This design comes from an exercise in tuning for small area on the open sky130 flow, not from production work. Function was checked by simulation only, so behaviour that the tests miss may differ from the original. No activity file was given, so power comes from the tool's default toggle rates.

### flow/run.sh
#!/bin/bash
# synth_recipe.tcl (not shown) runs the flow's synth.tcl, then flattens the netlist and writes it again
# the make line also repeats each setting of config.mk as NAME=value (left out here)
make -C /OpenROAD-flow-scripts/flow DESIGN_CONFIG=/design/flow/config.mk WORK_HOME=/design/flow/orfs CLKGATE_MAP_FILE= SYNTH_SCRIPT=/design/flow/synth_recipe.tcl finish
### flow/config.mk
export PLATFORM = sky130hd
export DESIGN_NAME = boron_round_key_store
export DESIGN_NICKNAME = boron_round_key_store
export VERILOG_FILES = /design/flow/design.v
export SDC_FILE = /design/flow/constraint.sdc
export NUM_CORES = 4
export LEC_CHECK = 0
export CAP_MARGIN = 20
export CORE_MARGIN = 2
export CORE_UTILIZATION = 40
export SLEW_MARGIN = 20
### flow/constraint.sdc
create_clock -name core_clock -period 6.0 [get_ports {clk}]
set_input_delay 1.2000 -clock core_clock [delete_from_list [all_inputs] [get_ports {clk}]]
set_output_delay 1.2000 -clock core_clock [all_outputs]
set_load 0.01 [all_outputs]
### flow/design.v
module boron_round_key_store (
   input  logic                   clk,
   input  logic                   rst,
   input  logic [79:0]            key_in,
   input  logic                   load,
   input  logic                   start,
   input  logic                   dir,
   input  logic                   rk_ready,
   output logic                   busy,
   output logic                   keys_ready,
   output logic                   rk_valid,
   output logic [63:0]            rk_data,
   output logic [4:0]             rk_idx,
   output logic                   rk_last
);
   function automatic logic [3:0] sbox(input logic [3:0] x);
      logic [3:0] y;
      case (x)
         4'h0: y = 4'hE;
         4'h1: y = 4'h4;
         4'h2: y = 4'hB;
         4'h3: y = 4'h1;
         4'h4: y = 4'h7;
         4'h5: y = 4'h9;
         4'h6: y = 4'hC;
         4'h7: y = 4'hA;
         4'h8: y = 4'hD;
         4'h9: y = 4'h2;
         4'hA: y = 4'h0;
         4'hB: y = 4'hF;
         4'hC: y = 4'h8;
         4'hD: y = 4'h5;
         4'hE: y = 4'h3;
         default: y = 4'h6;
      endcase
      sbox = y;
   endfunction
   function automatic logic [3:0] sbox_inv(input logic [3:0] x);
      logic [3:0] y;
      case (x)
         4'h0: y = 4'hA;
         4'h1: y = 4'h3;
         4'h2: y = 4'h9;
         4'h3: y = 4'hE;
         4'h4: y = 4'h1;
         4'h5: y = 4'hD;
         4'h6: y = 4'hF;
         4'h7: y = 4'h4;
         4'h8: y = 4'hC;
         4'h9: y = 4'h5;
         4'hA: y = 4'h7;
         4'hB: y = 4'h2;
         4'hC: y = 4'h6;
         4'hD: y = 4'h8;
         4'hE: y = 4'h0;
         default: y = 4'hB;
      endcase
      sbox_inv = y;
   endfunction
   function automatic logic [79:0] upd(input logic [79:0] k, input logic [4:0] r);
      logic [79:0] t;
      t        = {k[66:0], k[79:67]};
      t[3:0]   = sbox(t[3:0]);
      t[63:59] = t[63:59] ^ r;
      upd = t;
   endfunction
   function automatic logic [79:0] upd_inv(input logic [79:0] k, input logic [4:0] r);
      logic [79:0] t;
      t        = k;
      t[63:59] = t[63:59] ^ r;
      t[3:0]   = sbox_inv(t[3:0]);
      upd_inv  = {t[12:0], t[79:13]};
   endfunction
   logic        busy_q, keys_ready_q, rk_valid_q, dir_q;
   logic [4:0]  cnt;
   logic [79:0] up, dn;
   logic        load_acc, start_acc, handshake, at_last, step;
   assign load_acc  = load && !busy_q && !rk_valid_q;
   assign start_acc = start && !load && keys_ready_q;
   assign handshake = rk_valid_q && rk_ready;
   assign at_last   = (cnt == 5'd25);
   assign step      = handshake && !at_last;
   always_ff @(posedge clk or negedge rst) begin
      if (!rst) begin
         busy_q       <= 1'b0;
         keys_ready_q <= 1'b0;
         rk_valid_q   <= 1'b0;
         dir_q        <= 1'b0;
      end else begin
         busy_q       <= load_acc || (busy_q && cnt != 5'd24);
         keys_ready_q <= (busy_q && cnt == 5'd24) || (handshake && at_last) ||
                         (keys_ready_q && !load_acc && !start_acc);
         rk_valid_q   <= start_acc || (rk_valid_q && !(handshake && at_last));
         if (start_acc) dir_q <= dir;
      end
   end
   always_ff @(posedge clk) begin
      if (!busy_q && !rk_valid_q) cnt <= 5'd0;
      else if (busy_q || rk_ready) cnt <= cnt + 5'd1;
   end
   always_ff @(posedge clk) begin
      if (load_acc) up <= key_in;
      else if (start_acc) up <= dn;
      else if (busy_q || step) up <= upd(up, cnt);
   end
   always_ff @(posedge clk) begin
      if (start_acc || (busy_q && cnt == 5'd0)) dn <= up;
      else if (step) dn <= upd_inv(dn, 5'd24 - cnt);
   end
   assign busy       = busy_q;
   assign keys_ready = keys_ready_q;
   assign rk_valid   = rk_valid_q;
   assign rk_data    = ({64{rk_valid_q && !dir_q}} & up[63:0]) |
                       ({64{rk_valid_q &&  dir_q}} & dn[63:0]);
   assign rk_idx     = rk_valid_q ? (dir_q ? 5'd25 - cnt : cnt) : 5'd0;
   assign rk_last    = rk_valid_q && at_last;
endmodule
==> results.py <==
metrics = {
    "drt": {
        "wire_per_inst_um": 20.7,
        "num_vias": 7770,
        "drtIter0Drc": 745,
        "drc": 0,
        "ant_nets": 0,
        "drt-total-wl_um": 30000,
        "first_pass_iters": 5,
        "vias_per_cell": 5.37,
    },
    "timing": {
        "tns_ns": 0,
        "setup_violations": 0,
        "hold_violations": 0,
        "relSlewSlack": 0.287,
        "fmaxAchievable_ghz": 0.241,
        "worst_pin_slew_ns": 1.07,
        "drv_slew": 0,
        "fin_crit_sh": 0.691,
        "rsz0062_at_grt": "false",
        "fin_crit_ns": 4.14,
        "fin_ws_ns": 1.86,
        "clock_skew_ns": 0.00907,
    },
    "global_routing": {
        "grt-ovfl-total": 0,
        "grt_pass1_wl_um": 45700,
        "grt_pass1_vias": 7461,
        "grtUsageTotal": 0.236,
        "antenna_found_initial": 0,
        "grt_max_degree": 74,
    },
    "synth": {
        "avgSynthCellArea_sq_um": 9.72,
        "synth-seq-cells": 177,
        "synthArstFlopShare": 0.0226,
        "synth_top_area_frac": 0.499,
        "yosysMostFrequentCell": "nand2_1",
        "synth_edf_count": 160,
        "synth.cell_area_sq_mm": 0.00964,
        "syn_nets": 1088,
        "ys.flop_type": "edfxtp_1",
        "synthCells": 991,
        "yosysTopAreaCell": "edfxtp_1",
        "synth_commonest_cells": "nand2_1 (389), edfxtp_1 (160), a22oi_1 (71), mux2i_1 (71), nor2b_1 (69)",
        "ys_warn_count": 1,
        "ys_types": 47,
        "ys_seq_area_frac": 0.536,
        "netlist_top_cells_area": "edfxtp_1 (50%), nand2_1 (15%), mux2i_1 (7.4%)",
    },
    "die": {
        "die_y_um": 159,
        "die_x_um": 159,
        "fp-row-count": 56,
        "ios": 159,
        "die_area_sq_mm": 0.0253,
        "core_sq_mm": 0.0235,
        "initial_core_util": 0.409,
    },
    "setup_path": {
        "worstPathRequired_ns": 6.28,
        "worstSetupEndpointType": "register",
        "cp-startpoint": "load",
        "crit_slowest_cell": "and3b_4",
        "critPathMaxFanout": 37,
        "worst_path_largest_cell_delay_ns": 0.77,
        "r2r_start": "cnt[0]$_SDFFE_PP0P_",
        "rr_worst_depth": 11,
        "critPathKind": "input port to register",
        "worst-path-buf-inv": 2,
        "cpLargestDelayFamily": "simple AND/OR/NAND/NOR gates",
        "cp-start-kind": "input port",
        "crit_arrival_ns": 4.43,
        "path_cells": "clkdlybuf4s50_1 -> and3b_4 -> a31o_2 -> nand2_1 -> o21ai_1 -> inv_1 -> ha_1 -> or3_1 -> a21oi_1 -> a31oi_1",
        "r2r_slack_ns": 2.68,
    },
    "job": {
        "maxCapViolations": 0,
    },
    "place": {
        "pre_cts_ws_ns": 1.42,
        "gp_congestion": 0.850,
        "dp_hpwl_um": 20600,
        "portBuffers": 158,
        "placed_cell_area_sq_mm": 0.0115,
    },
    "finish": {
        "n_antenna_cell": 0,
        "layout.nets": 1211,
        "drive_gt1_frac": 0.0515,
        "final_area_sq_mm": 0.0121,
        "area_growth_pct": 25.5,
    },
    "power": {
        "total_power_mw": 7.84,
        "powerDensity_mw_per_mm2": 648,
        "p_leak_nw": 4.94,
        "vdd_drop_max_mv": 0.226,
    },
    "outcome": {
        "status": "timing/DRC/antenna clean",
    },
    "clocking": {
        "cts_buffer_depth": 2,
        "clockRootBuffer": "clkbuf_16",
        "ctsHtreeMaxLevel": 4,
        "cts_inserted_buffers": 17,
        "postCtsSetupRepairBufs": 0,
        "clkTransAtPathRegs_ns": 0.07,
        "post_cts_resized": 0,
        "clkSinkCount": 177,
        "postCtsHoldBufs": 0,
        "cts_tree": "yes",
        "insertion_delay_ns": 0.43,
    },
    "worst_hold_path": {
        "holdPathStages": 2,
        "hp-class": "register to register",
        "holdPathEnd": "up[3]$_DFFE_PN_",
    },
}
worst max path at each step:
stage,end,slack [ns],depth (start not counted)
floorplan,dn[0]$_DFFE_PP_,0.62,2
global placement,register,1.53,10
detailed placement,register,1.42,10
CTS,register,1.87,10
global route,register,1.62,10
finish,register,1.86,10
worst register-to-register path: stages, from the launching register on:
cell     delay [ns]
dfxtp_1        0.44
inv_1          0.16
ha_1           0.18
nor2b_1        0.45
a31o_2         0.56
nand2_1        0.15
o21ai_1        0.27
inv_1          0.16
ha_1           0.23
or3_1          0.39
a21oi_1        0.14
a31oi_1        0.05
layout make-up:
type,count,area (sq um)
multi-input cells,737,4210
well taps,319,399
clock inverters,15,183
clock buffers,17,425
flip-flops and latches,177,5170
repair buffers,170,1670
inverters,11,41.3
fillers,2197,11400
sequential cells by signal, indices dropped and copies added, names as in the netlist, named ones only:
name          count
up               80
busy_q            1
dn               80
rk_valid_q        1
keys_ready_q      1
cnt               5
dir_q             1
logic make-up (layout without fill, tap and decap cells):
logic type	Yosys count	count (layout)	synth area share
buffers and inverters	77	213	0.0319
adders and majority gates	11	11	0.0143
DFF	177	177	0.536
xor gates and xnor gates	22	22	0.0200
and+or+nand+nor	506	506	0.228
muxes	74	74	0.0775
AOI/OAI and AO/OA	124	124	0.0926
per-layer routing:
metal  GRT usage  share of wire
met5           0              0
met4      0.0570          0.016
met3      0.0464          0.073
met2       0.369           0.46
met1       0.340           0.45
report_power, final:
group	switching (mW)	internal, mW	total [mW]	leakage [nW]
registers	0.812	2.36	3.17	1.78
clock network	0.503	0.662	1.17	0.294
logic	1.84	1.66	3.51	2.87
cell usage in the layout (no fill, tap or decap), drive strengths merged, types with 2 or more instances in the layout:
cell / n
o31ai: 2
or3: 3
a31oi: 2
edfxtp: 160
a21o: 2
a21oi: 10
clkdlybuf4s50: 158
o211ai: 5
dfrtp: 4
nor2b: 69
clkinv: 5
and2: 6
xor2: 5
mux2: 2
xnor2: 17
or4b: 4
mux2i: 72
o311a: 4
nand2: 389
nand3: 5
clkbuf: 17
ha: 11
dfxtp: 13
bufinv: 3
or4bb: 4
o21ai: 20
a22oi: 71
a31o: 2
buf: 12
and3: 2
inv: 16
clkinvlp: 2
nor2: 19
per-stage QoR:
| step | hold slack (ns) | utilization | std cells |
|---|---|---|---|
| finish | 0.522 | 0.514 | 1446 |
| global route | 0.544 | 0.514 | 1446 |
| CTS | 0.530 | 0.514 | 1446 |
| detailed placement | 0.500 | 0.488 | 1414 |
| global placement | 0.496 | 0.488 | 1414 |
| floorplan | 0.467 | - | 991 |

==> re-timing with driven ports <==
The flow's constraints put no driver on any port. The routed layout listed below was extracted and timed again, unchanged, in two steps.
Step 1: set_driving_cell puts a clkbuf_16 on clk and a buf_2 on each other input, an assumption about the parent block.
Step 2 also shifts input and output timing later by t, the mid clock arrival at the registers, as if the neighbouring blocks saw the same clock.
Slacks: ideal ports / drivers / drivers and shift; pairs: ideal ports / drivers.
shift t [ns]: 0.469
slack for setup (ns): 1.857 / 1.860 / 1.414
clock arrival spread, ns: 0.011 / 0.010
After both steps this run still meets setup and hold. For this run, drivers alone change the setup slack by +0.003 ns; drivers and shift together by -0.443 ns.
